Context: an optimization exercise on an open-source flow, tuned for small area, a short achievable clock period and few clock cycles per item. The choices shown serve that exercise and are no tape-out recipe.
The RTL was checked by simulation tests, not by an equivalence proof against the original design.
Power and IR drop assume default switching activity.

==> design/flow/config.mk <==
export PLATFORM = sky130hd
export DESIGN_NAME = queue_cmd_front
export DESIGN_NICKNAME = queue_cmd_front
export VERILOG_FILES = /design/flow/design.v
export SDC_FILE = /design/flow/constraint.sdc
export NUM_CORES = 4
export LEC_CHECK = 0
export CAP_MARGIN = 20
export CORE_MARGIN = 2
export CORE_UTILIZATION = 60
export CTS_BUF_LIST = sky130_fd_sc_hd__clkbuf_16
export CTS_CLUSTER_DIAMETER = 60
export CTS_CLUSTER_SIZE = 30
export SETUP_SLACK_MARGIN = 3.3
export SLEW_MARGIN = 20
==> design/flow/constraint.sdc <==
create_clock -name core_clock -period 6.5 [get_ports {clk}]
set_input_delay 1.3000 -clock core_clock [delete_from_list [all_inputs] [get_ports {clk}]]
set_output_delay 1.3000 -clock core_clock [all_outputs]
set_load 0.01 [all_outputs]
==> design/flow/design.v <==
module queue_cmd_front #(
    parameter int PAYLOAD_SIZE = 24,
    parameter int ID_WIDTH     = 8,
    parameter int FIFO_SIZE    = 1024,
    parameter int PTR_WIDTH    = $clog2(FIFO_SIZE),
    parameter int QDATA_SIZE   = PAYLOAD_SIZE + ID_WIDTH
) (
    input  logic                    clk,
    input  logic                    reset,
    input  logic                    cmd_valid,
    output logic                    cmd_ready,
    input  logic [1:0]              cmd_op,
    input  logic [ID_WIDTH-1:0]     cmd_id,
    input  logic [PAYLOAD_SIZE-1:0] cmd_payload,
    output logic                    q_push_flag,
    output logic [QDATA_SIZE-1:0]   q_push_data,
    output logic                    q_pop_flag,
    input  logic [QDATA_SIZE-1:0]   q_pop_data,
    output logic                    q_remove_flag,
    output logic [PTR_WIDTH-1:0]    q_remove_index,
    input  logic                    q_full,
    input  logic                    q_empty,
    input  logic                    q_error_reg,
    input  logic                    q_error_rem,
    input  logic                    q_error_time,
    output logic                    rsp_valid,
    input  logic                    rsp_ready,
    output logic [2:0]              rsp_status,
    output logic [ID_WIDTH-1:0]     rsp_id,
    output logic [PAYLOAD_SIZE-1:0] rsp_payload
);
    localparam int DEPTH = 2 ** ID_WIDTH;
    localparam logic [1:0] OP_ADD    = 2'd0;
    localparam logic [1:0] OP_CANCEL = 2'd1;
    localparam logic [1:0] OP_POP    = 2'd2;
    localparam logic [2:0] ST_OK    = 3'd0;
    localparam logic [2:0] ST_DUP   = 3'd1;
    localparam logic [2:0] ST_NF    = 3'd2;
    localparam logic [2:0] ST_FULL  = 3'd3;
    localparam logic [2:0] ST_EMPTY = 3'd4;
    localparam logic [2:0] ST_QERR  = 3'd5;
    logic [DEPTH-1:0]        live;
    logic [PTR_WIDTH-1:0]    slot_mem [DEPTH];
    logic [PTR_WIDTH-1:0]    tail;
    logic                    d_v, d_add, d_can, d_pop, d_rsv;
    logic [ID_WIDTH-1:0]     d_id;
    logic [PAYLOAD_SIZE-1:0] d_pl;
    logic                    d_live;    
    logic                    d_pm;      
    logic [PTR_WIDTH-1:0]    d_slot;
    logic                    d_pa, d_pr, d_amb;
    logic                    w_push, w_rem, w_pop;
    logic [ID_WIDTH-1:0]     w_id;
    logic [15:0]             w_lo, w_hi;    
    localparam int NBANK = 4;
    logic [PTR_WIDTH-1:0]    w_slot [NBANK];
    logic                    r_v;
    logic [2:0]              r_st;
    logic [ID_WIDTH-1:0]     r_id;
    logic [PAYLOAD_SIZE-1:0] r_pl;
    logic q_err, r_err, go, act, push, rem, pop, acc, w_en, w_val, h_live;
    logic [2:0] d_st, fin_st;
    logic f_live, f_pm, f_add, f_can;
    logic [PTR_WIDTH-1:0] f_slot;
    assign q_err  = q_error_reg | q_error_rem | q_error_time;
    assign go     = ~r_v | rsp_ready;
    assign act    = d_v & go & ~d_amb;
    assign push   = d_pa & go & ~q_full;
    assign rem    = d_pr & go;
    assign pop    = d_pop & go & ~q_empty;
    assign h_live = d_live & ~(d_pm & ~q_err);
    assign cmd_ready = reset & (~d_v | (go & ~d_amb));
    assign acc       = cmd_valid & cmd_ready;
    assign q_push_flag    = push;
    assign q_pop_flag     = pop;
    assign q_remove_flag  = rem;
    assign q_push_data    = {d_pl, d_id};
    assign q_remove_index = d_slot;
    assign r_err       = q_err;
    assign fin_st      = r_st | (r_err ? ST_QERR : ST_OK);
    assign rsp_valid   = r_v;
    assign rsp_status  = fin_st;
    assign rsp_id      = r_id;
    assign rsp_payload = r_pl;
    always_comb begin
        d_st = ST_OK;
        if (d_add)      d_st = d_live ? ST_DUP : (q_full ? ST_FULL : ST_OK);
        else if (d_can) d_st = d_live ? ST_OK : ST_NF;
        else if (d_pop) d_st = q_empty ? ST_EMPTY : ST_OK;
        else            d_st = ST_NF;
    end
    assign w_en  = w_push | w_rem | (w_pop & ~q_err);
    assign w_val = w_push;
    logic live_rd;
    logic [PTR_WIDTH-1:0] slot_rd;
    always_comb begin
        if ((d_add | d_can) && d_id == cmd_id)
            f_live = d_add & (d_live | ~q_full);
        else if ((w_push | w_rem | w_pop) && w_id == cmd_id)
            f_live = w_pop ? (live_rd & q_err) : w_push;
        else
            f_live = live_rd;
        f_pm = pop && q_pop_data[ID_WIDTH-1:0] == cmd_id;
        if (push && d_id == cmd_id)
            f_slot = tail;
        else if (w_push && w_id == cmd_id)
            f_slot = tail - 1'b1;
        else
            f_slot = slot_rd;
        f_add = cmd_op == OP_ADD;
        f_can = cmd_op == OP_CANCEL;
    end
    always_ff @(posedge clk or negedge reset) begin
        if (!reset) begin
            d_v     <= 1'b0;
            d_add   <= 1'b0;
            d_can   <= 1'b0;
            d_pop   <= 1'b0;
            d_rsv   <= 1'b0;
            d_pa    <= 1'b0;
            d_pr    <= 1'b0;
            d_amb   <= 1'b0;
            w_push  <= 1'b0;
            w_rem   <= 1'b0;
            w_pop   <= 1'b0;
            r_v     <= 1'b0;
            live    <= '0;
            tail    <= '0;
        end else begin
            if (acc) begin
                d_v   <= 1'b1;
                d_add <= cmd_op == OP_ADD;
                d_can <= cmd_op == OP_CANCEL;
                d_pop <= cmd_op == OP_POP;
                d_rsv <= cmd_op == 2'd3;
                d_pa  <= f_add & ~f_live;
                d_pr  <= f_can & f_live & ~f_pm;
                d_amb <= (f_add | f_can) & f_live & f_pm;
            end else if (act) begin
                d_v   <= 1'b0;
                d_add <= 1'b0;
                d_can <= 1'b0;
                d_pop <= 1'b0;
                d_rsv <= 1'b0;
                d_pa  <= 1'b0;
                d_pr  <= 1'b0;
                d_amb <= 1'b0;
            end else begin
                d_pa  <= d_add & ~h_live;
                d_pr  <= d_can & h_live;
                d_amb <= 1'b0;
            end
            w_push <= push;
            w_rem  <= rem;
            w_pop  <= pop;
            if (act) begin
                r_v     <= 1'b1;
            end else begin
                if (rsp_ready) r_v <= 1'b0;
            end
            live <= live_nx;
            if (push) tail <= tail + 1'b1;
        end
    end
    always_ff @(posedge clk) begin
        if (acc) begin
            d_id   <= cmd_id;
            d_pl   <= cmd_payload;
            d_slot <= f_slot;
            d_live <= f_live;
            d_pm   <= f_pm;
        end else if (!act) begin
            d_live <= h_live;
            d_pm   <= 1'b0;
        end
        w_id <= pop ? q_pop_data[ID_WIDTH-1:0] : d_id;
        w_lo <= 16'(1) << (pop ? q_pop_data[3:0] : d_id[3:0]);
        w_hi <= 16'(1) << (pop ? q_pop_data[7:4] : d_id[7:4]);
        for (int b = 0; b < NBANK; b++)
            if (push && d_id[ID_WIDTH-1 -: 2] == 2'(b)) w_slot[b] <= tail;
        if (act) begin
            r_st <= d_st;
            if (d_pop) begin
                r_id <= q_empty ? '0 : q_pop_data[ID_WIDTH-1:0];
                r_pl <= q_empty ? '0 : q_pop_data[QDATA_SIZE-1:ID_WIDTH];
            end else begin
                r_id <= d_id;
                r_pl <= '0;
            end
        end else begin
            r_st <= fin_st;
        end
    end
    for (genvar l = 0; l <= ID_WIDTH; l++) begin : g_rd
        logic [PTR_WIDTH:0] n [2 ** (ID_WIDTH - l)];
        for (genvar j = 0; j < 2 ** (ID_WIDTH - l); j++) begin : g_n
            if (l == 0) begin : g_leaf
                assign n[j] = {live[j], slot_mem[j]};
            end else begin : g_mux
                assign n[j] = cmd_id[l-1] ? g_rd[l-1].n[2*j+1] : g_rd[l-1].n[2*j];
            end
        end
    end
    assign {live_rd, slot_rd} = g_rd[ID_WIDTH].n[0];
    logic [DEPTH-1:0] w_sel, live_nx;
    always_comb begin
        for (int i = 0; i < DEPTH; i++) begin
            w_sel[i]   = w_lo[i % 16] & w_hi[i / 16];
            live_nx[i] = (w_en & w_sel[i]) ? w_val : live[i];
        end
    end
    for (genvar i = 0; i < DEPTH; i++) begin : g_slot
        always_ff @(posedge clk) begin
            if (w_push & w_sel[i]) slot_mem[i] <= w_slot[i / (DEPTH / NBANK)];
        end
    end
endmodule
==> design/flow/run.sh <==
#!/bin/bash
# synth_recipe.tcl (not shown) runs the flow's synth.tcl, then flattens the netlist and writes it again
# the make line also repeats each setting of config.mk as NAME=value (left out here)
make -C /OpenROAD-flow-scripts/flow DESIGN_CONFIG=/design/flow/config.mk WORK_HOME=/design/flow/orfs CLKGATE_MAP_FILE= SYNTH_SCRIPT=/design/flow/synth_recipe.tcl finish
==> impl_metrics.json <==
{
  "final_cell_mix": "2677 x edfxtp_1, 788 x mux4_2, 344 x nand2_1",
  "core_um2": 195000,
  "start_util": 0.6042,
  "drt_wl_total_um": 336900,
  "nNetsFinal": 6190,
  "worst_r2r_path_depth": 7,
  "maxSlewViolCount": 0,
  "cpPeakStageDelay_ns": 0.50,
  "n_fill_cell": 12511,
  "synth_xor_area_frac": 0.002453,
  "row_count": 162,
  "rsz0062_at_grt": "yes",
  "final_common_cell": "edfxtp_1",
  "synth_compound_area_frac": 0.03024,
  "fin_crit_ns": 3.592,
  "synth.distinct_cells": 63,
  "synth_top_family_by_area": "multiplexers",
  "crit_buf_inv": 4,
  "ys.flop_type": "edfxtp_1",
  "grt_usage": 0.3423,
  "die_area_um2": 199900,
  "regToRegStartpoint": "r_v$_DFFE_PN0P_",
  "synthSimpleGateAreaFrac": 0.03665,
  "multi_input_area_um2": 28490,
  "die_h_um": 447.1,
  "hold_path_class": "in2async",
  "hpwl_um": 197300,
  "syn_nets": 5837,
  "finalSetupViolCount": 0,
  "synthMuxAreaShare": 0.1648,
  "required_ns": 5.20,
  "synth_edf_count": 2677,
  "worst_slew_pin_slew_ns": 1.147,
  "startpoint_type": "register",
  "finalNonFillerCells": 8917,
  "vdd_drop_max_uv": 283.1,
  "vias": 61223,
  "synthAdderAreaFrac": 0.0002124,
  "grt_pass1_wl_um": 469500,
  "end_kind": "output pin",
  "clock_latency_ns": 0.87,
  "worstPathCellList": "nor2b_4 -> buf_12 -> buf_6 -> nor3b_4 -> buf_6 -> buf_6",
  "crit_family": "buffers and inverters",
  "cts_buffers": 178,
  "cts_tree": "yes",
  "regToRegEndpoint": "d_pl[23]$_DFFE_PP_",
  "cts_hold_buf": 0,
  "path_max_fanout": 4,
  "drt-initial-drc-count": 8433,
  "async_flop_share": 0.09246,
  "synth_area_um2": 117800,
  "setup.worst_path.class": "reg2out",
  "place.gp.congestion": 0.9363,
  "clock_sinks": 2996,
  "cts_root_buf": "clkbuf_16",
  "crit_path_end": "q_push_flag",
  "cts.htree.levels": 4,
  "syn_area_per_cell_um2": 20.45,
  "reg2reg_slack_ns": 3.32,
  "grt_pass1_vias": 59640,
  "drcViolationCount": 0,
  "status": "finished clean",
  "synth_top_area_cell": "edfxtp_1",
  "slew_headroom": 0.2345,
  "drt-pass1-iter-count": 6,
  "synthCells": 5760,
  "drive_above_1_share": 0.2702,
  "placedCellCount": 8344,
  "finClkSkew_ns": 0.04309,
  "powerDensity_nw_per_um2": 270.0,
  "synth_top_area_frac": 0.6823,
  "wl_per_cell_um": 37.78,
  "setup_tns_ns": 0,
  "ys_warn_count": 12,
  "power_leakage_nw": 47.19,
  "port_buffers": 156,
  "cts.reportedPaths.clkPinSlew_ns": 0.09,
  "seqCellArea_um2": 88170,
  "clockBufferDepth": 3,
  "critPathSlowestCell": "dfrtp_2",
  "max_freq_mhz": 278.4,
  "syn_to_final_growth_pct": 13.05,
  "startpoint": "r_v$_DFFE_PN0P_",
  "ys_seq_area_frac": 0.7483,
  "overflow": 0,
  "ys_ff_latch": 2996,
  "pin_count": 157,
  "hold_viol_final": 0,
  "avgViaCountPerCell": 6.866,
  "grt_max_degree": 188,
  "crit_cells": 6,
  "critPathArrivalTime_ns": 2.29,
  "fin_crit_sh": 0.5526,
  "antenna_found_initial": 25,
  "fp.dieW_um": 447.1,
  "yosys-top-cells-area": "edfxtp_1 68%, mux4_2 15%, dfrtp_1 5.9%",
  "cp_common_cell": "buf_6",
  "antenna_left": 0,
  "maxCapViolCount": 0
}
[power by group]
part,leakage (nW),switching [mW],internal [mW]
registers,28.8,0.138,20.8
logic,15.3,1.20,0.958
clock network,3.09,6.96,5.92
[layer usage]
| layer | global-route usage | share of wire |
|---|---|---|
| met1 | 0.4744 | 0.37 |
| met2 | 0.5310 | 0.48 |
| met3 | 0.06593 | 0.092 |
| met4 | 0.1678 | 0.056 |
| met5 | 0 | 0.00025 |
[cell type report]
type	instances	share of cell area
Timing Repair Buffer	549	0.05027
Inverter	28	0.0009676
Tap cell	2624	0.02465
Sequential cell	2996	0.6620
Antenna cell	27	0.0005073
Timing Repair inverter	2	0.0001033
Clock inverter	146	0.01241
Multi-Input combinational cell	2358	0.2139
Clock buffer	187	0.03514
[sequential cells by signal, indices dropped and copies added, names as in the netlist, 3 cells and up]
name / count
slot_mem: 2560
live: 256
w_slot: 40
d_pl: 24
r_pl: 24
w_hi: 16
w_lo: 16
d_slot: 10
tail: 10
d_id: 8
r_id: 8
w_id: 8
r_st: 3
[synthesized netlist by cell type (all sizes together), types with 13 or more instances]
cell	n
a211oi	15
nand3	29
edfxtp	2677
nand2b	23
nor2	75
mux2i	143
a21o	259
clkbuf	182
a21oi	36
a221oi	20
mux2	21
nor3	29
o22ai	23
o21ai	63
inv	28
buf	196
dfxtp	42
a22oi	22
nand2	349
and3	260
dfrtp	277
mux4	788
and2	44
nor2b	23
xnor2	22
o211ai	13
[worst min-delay path by stage]
| stage | startpoint | end | slack (ns) | cells past startpoint |
|---|---|---|---|---|
| floorplan | live[51]$_DFFE_PN0P_ | live[51]$_DFFE_PN0P_ | 0.44 | 1 |
| detailed placement | live[52]$_DFFE_PN0P_ | live[52]$_DFFE_PN0P_ | 0.46 | 1 |
| global route | reset | live[43]$_DFFE_PN0P_ | 0.36 | 1 |
| global placement | live[59]$_DFFE_PN0P_ | live[59]$_DFFE_PN0P_ | 0.45 | 1 |
| finish | reset | live[47]$_DFFE_PN0P_ | 0.36 | 1 |
| CTS | reset | live[11]$_DFFE_PN0P_ | 0.33 | 1 |
[through the flow]
stage	instance area (um^2)	hold WS (ns)	util	setup slack (ns)	power, mW
global route	133200	0.3574	0.6829	2.916	36.78
global placement	122500	0.4533	0.6283	0.9135	23.10
finish	133200	0.3596	0.6830	2.908	35.96
detailed placement	122500	0.4599	0.6283	0.9226	23.12
CTS	132100	0.3338	0.6776	2.912	35.96
floorplan	118300	0.4419	-	2.805	22.38
[cells by family after synthesis]
family | after synthesis
adder cells (fa/ha/maj) | 2
buffers and inverters | 406
AND/OR/NAND/NOR | 870
XOR/XNOR | 33
AO/OA/AOI/OAI | 501
multiplexers | 952
flip-flops | 2996
[repair_timing]
item,4_1_cts,5_1_grt
pin swaps,30,43
endpoints found under the setup margin,173,91
setup buffers,117,54
cloned,33,8
resized for setup,327,80
Testbench counts, summed over its fixed seeds: cycles 16,081, commands 16,000.

port drivers added, routing unchanged:
Ports are ideal in the flow. The routed layout listed here was re-timed in OpenROAD.
Step 1: set_driving_cell puts a clkbuf_16 on clk and a buf_2 on each other input, an assumption about the parent block.
Step 2, shift: input delay + t, output delay - t, t = (earliest + latest rising clock arrival at the registers) / 2. This alone moves slack from input paths to output paths.
a / b / c = ideal ports / drivers / drivers and shift; a / b = the first two.
t (ns): 0.948
slack for setup (ns): 2.908 / 2.810 / 1.891
clock arrival spread, ns: 0.054 / 0.054
After both steps this run still meets setup and hold. The setup slack of this run moves by -0.098 ns with the drivers and by -1.017 ns with both steps.
